Source: an optimization exercise on an open RTL-to-GDS flow (aim: small area, a short achievable clock period and few clock cycles). Production flows keep margins and buffers that such runs may drop. At most, simulation tests tie the RTL to the original design; equivalence was not proved. Power is estimated from default activity; no workload was simulated.

==> run G <==
==> flow/design.v <==
package wr_gen_cfg_pkg;
  typedef logic [2:0] cfg_addr_t;
  typedef logic [31:0] cfg_data_t;
  typedef logic [31:0] incr_t;
  typedef logic [64-1:0] byte_mask_t;
  typedef logic [2:0] psize_t;
  typedef logic [9-1:0] wcount_t;
endpackage
package wr_gen_data_pkg;
  typedef logic [52-1:0] addr_t;
  typedef logic [32-1:0] pattern_t;
  typedef logic [9-1:0] index_t;
  typedef logic [64*8-1:0] line_t;
  typedef enum logic [1:0] {
    IDLE  = 2'd0,
    RUN   = 2'd1,
    DRAIN = 2'd2,
    DONE  = 2'd3
  } seq_state_t;
endpackage
`timescale 1ns/10ps
module wr_gen_top
(
  input  logic                      clk,
  input  logic                      reset_n,
  input  logic                      i_cfg_wr,
  input  wr_gen_cfg_pkg::cfg_addr_t  i_cfg_addr,
  input  wr_gen_cfg_pkg::cfg_data_t  i_cfg_data,
  input  logic                      i_start,
  input  wr_gen_data_pkg::addr_t     i_base_addr,
  input  wr_gen_data_pkg::pattern_t  i_start_pattern,
  input  logic                      i_wr_ready,
  output logic                      o_busy,
  output logic                      o_wr_valid,
  output wr_gen_data_pkg::addr_t     o_wr_addr,
  output wr_gen_data_pkg::line_t     o_wr_data,
  output wr_gen_cfg_pkg::byte_mask_t o_wr_strb
);
  wr_gen_cfg_pkg::incr_t     incr;
  wr_gen_cfg_pkg::cfg_data_t mask_lo_n;
  wr_gen_cfg_pkg::cfg_data_t mask_hi_n;
  wr_gen_cfg_pkg::psize_t    psize;
  wr_gen_cfg_pkg::wcount_t   wcount;
  logic                      busy;
  logic                      valid;
  wr_gen_cfg_pkg::wcount_t   left;    
  wr_gen_data_pkg::addr_t    addr;
  logic [31:0]               lane_n;  
  logic [31:0]               lane;
  logic ps1, ps2, ps4, psv;
  logic start_acc, accept, last;
  logic [31:0] lane_start;
  logic [31:0] lane_inc;
  logic [3:0]  full;
  logic [3:0]  cin;
  logic [63:0] byte_mask;
  logic [63:0] mask_n;
  assign ps1 = (psize == 3'd1);
  assign ps2 = (psize == 3'd2);
  assign ps4 = (psize == 3'd4);
  assign psv = ps1 | ps2 | ps4;
  assign start_acc = i_start && !busy;
  assign accept    = valid && i_wr_ready;
  assign last      = (left == 9'd1);
  always_ff @(posedge clk)
  begin
    if (!reset_n)
    begin
      incr    <= '0;
      mask_lo_n <= '1;
      mask_hi_n <= '1;
      psize   <= '0;
      wcount  <= '0;
    end
    else if (i_cfg_wr && !busy)
    begin
      case (i_cfg_addr)
        3'd0:    incr    <= i_cfg_data;
        3'd1: mask_lo_n <= ~i_cfg_data;
        3'd2: mask_hi_n <= ~i_cfg_data;
        3'd3:   psize   <= i_cfg_data[2:0];
        3'd4:   wcount  <= i_cfg_data[9-1:0];
        default: ;
      endcase
    end
  end
  logic [51:0] addr_inc;
  logic        c16;         
  logic        c16_next;
  logic [16:0] lo_sum;
  logic [17:0] la_sum;
  logic [16:0] mid_sum;
  logic [16:0] st_sum;
  logic [19:0] hi_inc;
  always_comb
  begin
    lo_sum  = {1'b0, addr[15:0]} + {1'b0, incr[15:0]};
    mid_sum = {1'b0, addr[31:16]} + {1'b0, incr[31:16]} + {16'd0, c16};
    hi_inc  = addr[51:32] + 20'd1;
    addr_inc = {mid_sum[16] ? hi_inc : addr[51:32], mid_sum[15:0], lo_sum[15:0]};
    la_sum   = {2'b0, addr[15:0]} + {1'b0, incr[15:0], 1'b0};
    c16_next = c16 ? la_sum[17] : (la_sum[17] | la_sum[16]);
    st_sum   = {1'b0, i_base_addr[15:0]} + {1'b0, incr[15:0]};
  end
  always_ff @(posedge clk)
  begin
    if (!reset_n)
    begin
      busy  <= 1'b0;
      valid <= 1'b0;
    end
    else if (start_acc)
    begin
      busy  <= 1'b1;
      valid <= (wcount != '0);
    end
    else
    begin
      busy  <= valid && !(accept && last);
      valid <= valid && !(accept && last);
    end
  end
  always_comb
  begin
    case (psize)
      3'd1:    lane_start = {4{i_start_pattern[7:0]}};
      3'd2:    lane_start = {2{i_start_pattern[15:0]}};
      3'd4:    lane_start = i_start_pattern;
      default: lane_start = '0;
    endcase
  end
  always_comb
  begin
    for (int j = 0; j < 4; j++)
      full[j] = &lane[8*j +: 8];
    cin[0] = 1'b1;
    cin[1] = ps1 | full[0];
    cin[2] = ps4 ? (full[0] & full[1]) : 1'b1;
    cin[3] = ps4 ? (full[0] & full[1] & full[2]) : (ps1 | full[2]);
    for (int j = 0; j < 4; j++)
      for (int k = 0; k < 8; k++)
        lane_inc[8*j+k] = lane[8*j+k] ^ (cin[j] & (&(lane[8*j +: 8] | ~(8'hff >> (8 - k)))));
  end
  always_ff @(posedge clk)
  begin
    if (start_acc)
    begin
      c16  <= st_sum[16];
      left <= wcount;
    end
    else if (accept)
    begin
      c16  <= c16_next;
      left <= left - 1'b1;
    end
  end
  always_ff @(posedge clk)
  begin
    if (!reset_n)
      addr <= '0;
    else if (start_acc)
      addr <= i_base_addr;
    else if (accept)
      addr <= addr_inc;
  end
  always_ff @(posedge clk)
  begin
    if (!reset_n)
      lane_n <= '1;
    else if (start_acc)
      lane_n <= ~lane_start;
    else if (accept && psv)
      lane_n <= ~lane_inc;
  end
  assign lane      = ~lane_n;
  assign mask_n    = {mask_hi_n, mask_lo_n};
  assign byte_mask = ~mask_n;
  always_comb
  begin
    for (int i = 0; i < 64; i++)
      o_wr_data[8*i +: 8] = ~({8{mask_n[i]}} | lane_n[8*(i%4) +: 8]);
  end
  assign o_busy     = busy;
  assign o_wr_valid = valid;
  assign o_wr_addr  = addr;
  assign o_wr_strb  = byte_mask;
endmodule
==> flow/flow/run.sh <==
#!/bin/bash
# The standard layout, with the port buffers made from the smallest
# plain buffer instead of the cell buffer_ports picks by itself
set -euo pipefail
export BUFFER_PORTS_ARGS="-buffer_cell sky130_fd_sc_hd__buf_1"
bash standard.sh > standard_sh.log 2>&1
==> flow/standard.sh <==
#!/bin/bash
# synth_recipe.tcl (not shown) runs the flow's synth.tcl, then flattens the netlist and writes it again
# the make line also repeats each setting of config.mk as NAME=value (left out here)
make -C /OpenROAD-flow-scripts/flow DESIGN_CONFIG=/design/flow/config.mk WORK_HOME=/design/flow/orfs CLKGATE_MAP_FILE= SYNTH_SCRIPT=/design/flow/synth_recipe.tcl "${@:-finish}"
==> flow/config.mk <==
export PLATFORM = sky130hd
export DESIGN_NAME = wr_gen_top
export DESIGN_NICKNAME = wr_gen_top
export VERILOG_FILES = /design/flow/design.v
export SDC_FILE = /design/flow/constraint.sdc
export NUM_CORES = 4
export LEC_CHECK = 0
export CAP_MARGIN = 20
export CORE_AREA = 5 5 260 260
export CTS_CLUSTER_DIAMETER = 100
export CTS_CLUSTER_SIZE = 20
export DIE_AREA = 0 0 265 265
export SETUP_SLACK_MARGIN = 2.2
export SLEW_MARGIN = 20
==> flow/constraint.sdc <==
create_clock -name core_clock -period 5.0 [get_ports {clk}]
set_input_delay 1.0000 -clock core_clock [delete_from_list [all_inputs] [get_ports {clk}]]
set_output_delay 1.0000 -clock core_clock [all_outputs]
set_load 0.01 [all_outputs]
==> inputs of run X, as changes to run G <==
--- a/flow/design.v
+++ b/flow/design.v
@@ -51,8 +51,7 @@
   logic start_acc, accept, last;
   logic [31:0] lane_start;
   logic [31:0] lane_inc;
-  logic [3:0]  full;
-  logic [3:0]  cin;
+  logic [7:0]  b0n, b1n, b2n, b3n;
   logic [63:0] byte_mask;
   logic [63:0] mask_n;
   assign ps1 = (psize == 3'd1);
@@ -84,24 +83,6 @@
       endcase
     end
   end
-  logic [51:0] addr_inc;
-  logic        c16;         
-  logic        c16_next;
-  logic [16:0] lo_sum;
-  logic [17:0] la_sum;
-  logic [16:0] mid_sum;
-  logic [16:0] st_sum;
-  logic [19:0] hi_inc;
-  always_comb
-  begin
-    lo_sum  = {1'b0, addr[15:0]} + {1'b0, incr[15:0]};
-    mid_sum = {1'b0, addr[31:16]} + {1'b0, incr[31:16]} + {16'd0, c16};
-    hi_inc  = addr[51:32] + 20'd1;
-    addr_inc = {mid_sum[16] ? hi_inc : addr[51:32], mid_sum[15:0], lo_sum[15:0]};
-    la_sum   = {2'b0, addr[15:0]} + {1'b0, incr[15:0], 1'b0};
-    c16_next = c16 ? la_sum[17] : (la_sum[17] | la_sum[16]);
-    st_sum   = {1'b0, i_base_addr[15:0]} + {1'b0, incr[15:0]};
-  end
   always_ff @(posedge clk)
   begin
     if (!reset_n)
@@ -129,45 +110,27 @@
       default: lane_start = '0;
     endcase
   end
-  always_comb
-  begin
-    for (int j = 0; j < 4; j++)
-      full[j] = &lane[8*j +: 8];
-    cin[0] = 1'b1;
-    cin[1] = ps1 | full[0];
-    cin[2] = ps4 ? (full[0] & full[1]) : 1'b1;
-    cin[3] = ps4 ? (full[0] & full[1] & full[2]) : (ps1 | full[2]);
-    for (int j = 0; j < 4; j++)
-      for (int k = 0; k < 8; k++)
-        lane_inc[8*j+k] = lane[8*j+k] ^ (cin[j] & (&(lane[8*j +: 8] | ~(8'hff >> (8 - k)))));
-  end
+  assign b0n = lane[7:0] + 8'd1;
+  assign b1n = ps1 ? b0n : lane[15:8] + {7'd0, &lane[7:0]};
+  assign b2n = ps4 ? lane[23:16] + {7'd0, &lane[15:0]} : b0n;
+  assign b3n = ps4 ? lane[31:24] + {7'd0, &lane[23:0]} : b1n;
+  assign lane_inc = {b3n, b2n, b1n, b0n};
   always_ff @(posedge clk)
   begin
     if (start_acc)
     begin
-      c16  <= st_sum[16];
+      addr <= i_base_addr;
       left <= wcount;
     end
     else if (accept)
     begin
-      c16  <= c16_next;
+      addr <= addr + {20'd0, incr};
       left <= left - 1'b1;
     end
   end
   always_ff @(posedge clk)
   begin
-    if (!reset_n)
-      addr <= '0;
-    else if (start_acc)
-      addr <= i_base_addr;
-    else if (accept)
-      addr <= addr_inc;
-  end
-  always_ff @(posedge clk)
-  begin
-    if (!reset_n)
-      lane_n <= '1;
-    else if (start_acc)
+    if (start_acc)
       lane_n <= ~lane_start;
     else if (accept && psv)
       lane_n <= ~lane_inc;
==> flow/run.sh (new file) <==
#!/bin/bash
# synth_recipe.tcl (not shown) runs the flow's synth.tcl, then flattens the netlist and writes it again
# the make line also repeats each setting of config.mk as NAME=value (left out here)
make -C /OpenROAD-flow-scripts/flow DESIGN_CONFIG=/design/flow/config.mk WORK_HOME=/design/flow/orfs CLKGATE_MAP_FILE= SYNTH_SCRIPT=/design/flow/synth_recipe.tcl finish
- CORE_AREA: 5 5 260 260 -> 5 5 195 195
- CTS_CLUSTER_DIAMETER: 100 -> default
- CTS_CLUSTER_SIZE: 20 -> default
- DIE_AREA: 0 0 265 265 -> 0 0 200 200
- SETUP_SLACK_MARGIN: 2.2 -> 2.8
removed: flow/flow/run.sh
removed: flow/standard.sh
==> inputs of run H, as changes to run G <==
- SETUP_SLACK_MARGIN: 2.2 -> 2.4
==> inputs of run F, as changes to run G <==
--- a/flow/design.v
+++ b/flow/design.v
@@ -51,8 +51,7 @@
   logic start_acc, accept, last;
   logic [31:0] lane_start;
   logic [31:0] lane_inc;
-  logic [3:0]  full;
-  logic [3:0]  cin;
+  logic [7:0]  b0n, b1n, b2n, b3n;
   logic [63:0] byte_mask;
   logic [63:0] mask_n;
   assign ps1 = (psize == 3'd1);
@@ -84,24 +83,6 @@
       endcase
     end
   end
-  logic [51:0] addr_inc;
-  logic        c16;         
-  logic        c16_next;
-  logic [16:0] lo_sum;
-  logic [17:0] la_sum;
-  logic [16:0] mid_sum;
-  logic [16:0] st_sum;
-  logic [19:0] hi_inc;
-  always_comb
-  begin
-    lo_sum  = {1'b0, addr[15:0]} + {1'b0, incr[15:0]};
-    mid_sum = {1'b0, addr[31:16]} + {1'b0, incr[31:16]} + {16'd0, c16};
-    hi_inc  = addr[51:32] + 20'd1;
-    addr_inc = {mid_sum[16] ? hi_inc : addr[51:32], mid_sum[15:0], lo_sum[15:0]};
-    la_sum   = {2'b0, addr[15:0]} + {1'b0, incr[15:0], 1'b0};
-    c16_next = c16 ? la_sum[17] : (la_sum[17] | la_sum[16]);
-    st_sum   = {1'b0, i_base_addr[15:0]} + {1'b0, incr[15:0]};
-  end
   always_ff @(posedge clk)
   begin
     if (!reset_n)
@@ -129,39 +110,23 @@
       default: lane_start = '0;
     endcase
   end
-  always_comb
-  begin
-    for (int j = 0; j < 4; j++)
-      full[j] = &lane[8*j +: 8];
-    cin[0] = 1'b1;
-    cin[1] = ps1 | full[0];
-    cin[2] = ps4 ? (full[0] & full[1]) : 1'b1;
-    cin[3] = ps4 ? (full[0] & full[1] & full[2]) : (ps1 | full[2]);
-    for (int j = 0; j < 4; j++)
-      for (int k = 0; k < 8; k++)
-        lane_inc[8*j+k] = lane[8*j+k] ^ (cin[j] & (&(lane[8*j +: 8] | ~(8'hff >> (8 - k)))));
-  end
+  assign b0n = lane[7:0] + 8'd1;
+  assign b1n = ps1 ? b0n : lane[15:8] + {7'd0, &lane[7:0]};
+  assign b2n = ps4 ? lane[23:16] + {7'd0, &lane[15:0]} : b0n;
+  assign b3n = ps4 ? lane[31:24] + {7'd0, &lane[23:0]} : b1n;
+  assign lane_inc = {b3n, b2n, b1n, b0n};
   always_ff @(posedge clk)
   begin
     if (start_acc)
     begin
-      c16  <= st_sum[16];
+      addr <= i_base_addr;
       left <= wcount;
     end
     else if (accept)
     begin
-      c16  <= c16_next;
+      addr <= addr + {20'd0, incr};
       left <= left - 1'b1;
     end
-  end
-  always_ff @(posedge clk)
-  begin
-    if (!reset_n)
-      addr <= '0;
-    else if (start_acc)
-      addr <= i_base_addr;
-    else if (accept)
-      addr <= addr_inc;
   end
   always_ff @(posedge clk)
   begin
- CTS_CLUSTER_DIAMETER: 100 -> default
- CTS_CLUSTER_SIZE: 20 -> default
- SETUP_SLACK_MARGIN: 2.2 -> 1.9
==> run summary <==
- Run F passed the timing, design-rule and antenna checks. Run G produced a clean layout. Run H completed with no timing, DRC or antenna violations. Run X aborted during I/O pin placement, error PPL-0024.
- Of run H and run G, run H has the higher total power (gap about 1.7%, measured against run G).
- Synthesized cell count: run X is lower than run G (4.2%).
- Sequential share of layout area: run G is lower than run F (1.3 points).
- In run H the wire length is higher than in run G, by about 1%.
Testbench counts of run G, summed over its fixed seeds: cycles 15,876.
Testbench counts of run X, summed over its fixed seeds: cycles 15,876.
Testbench counts of run H, summed over its fixed seeds: cycles 15,876.
Function not checked in run F: the RTL went through the layout flow alone.

-- port drivers added, routing unchanged --
The results above use ideal ports. As a check the final layouts listed here were re-extracted and re-timed, cells and wires unchanged.
Step 1, drivers: a clkbuf_16 drives clk and a buf_2 each remaining input, both assumed.
Step 2 adds t to the input delays and takes it off the output delays; t is the mean of the earliest and latest rising clock arrival at the registers after step 1. Input paths then give back, and output paths get back, about the clock's delay inside the block.
Three values: ideal, step 1, step 2; two values: the first two.
run	t, ns	slack for setup (ns)	hold slack, ns	slew at the worst register clock pin (ns)	cell pins on the clock port's net
run G	0.559	2.255 / 2.200 / 1.918	0.473 / 0.473 / 0.473	0.10 / 0.10	1
run H	0.551	2.331 / 2.331 / 1.833	0.472 / 0.472 / 0.472	0.09 / 0.09	1
run F	0.629	1.888 / 1.888 / 1.879	0.471 / 0.471 / 0.471	0.07 / 0.07	1
After both steps every run listed still meets setup and hold. For run H, which loses most, drivers alone change the setup slack by 0.000 ns; drivers and shift together by -0.498 ns.
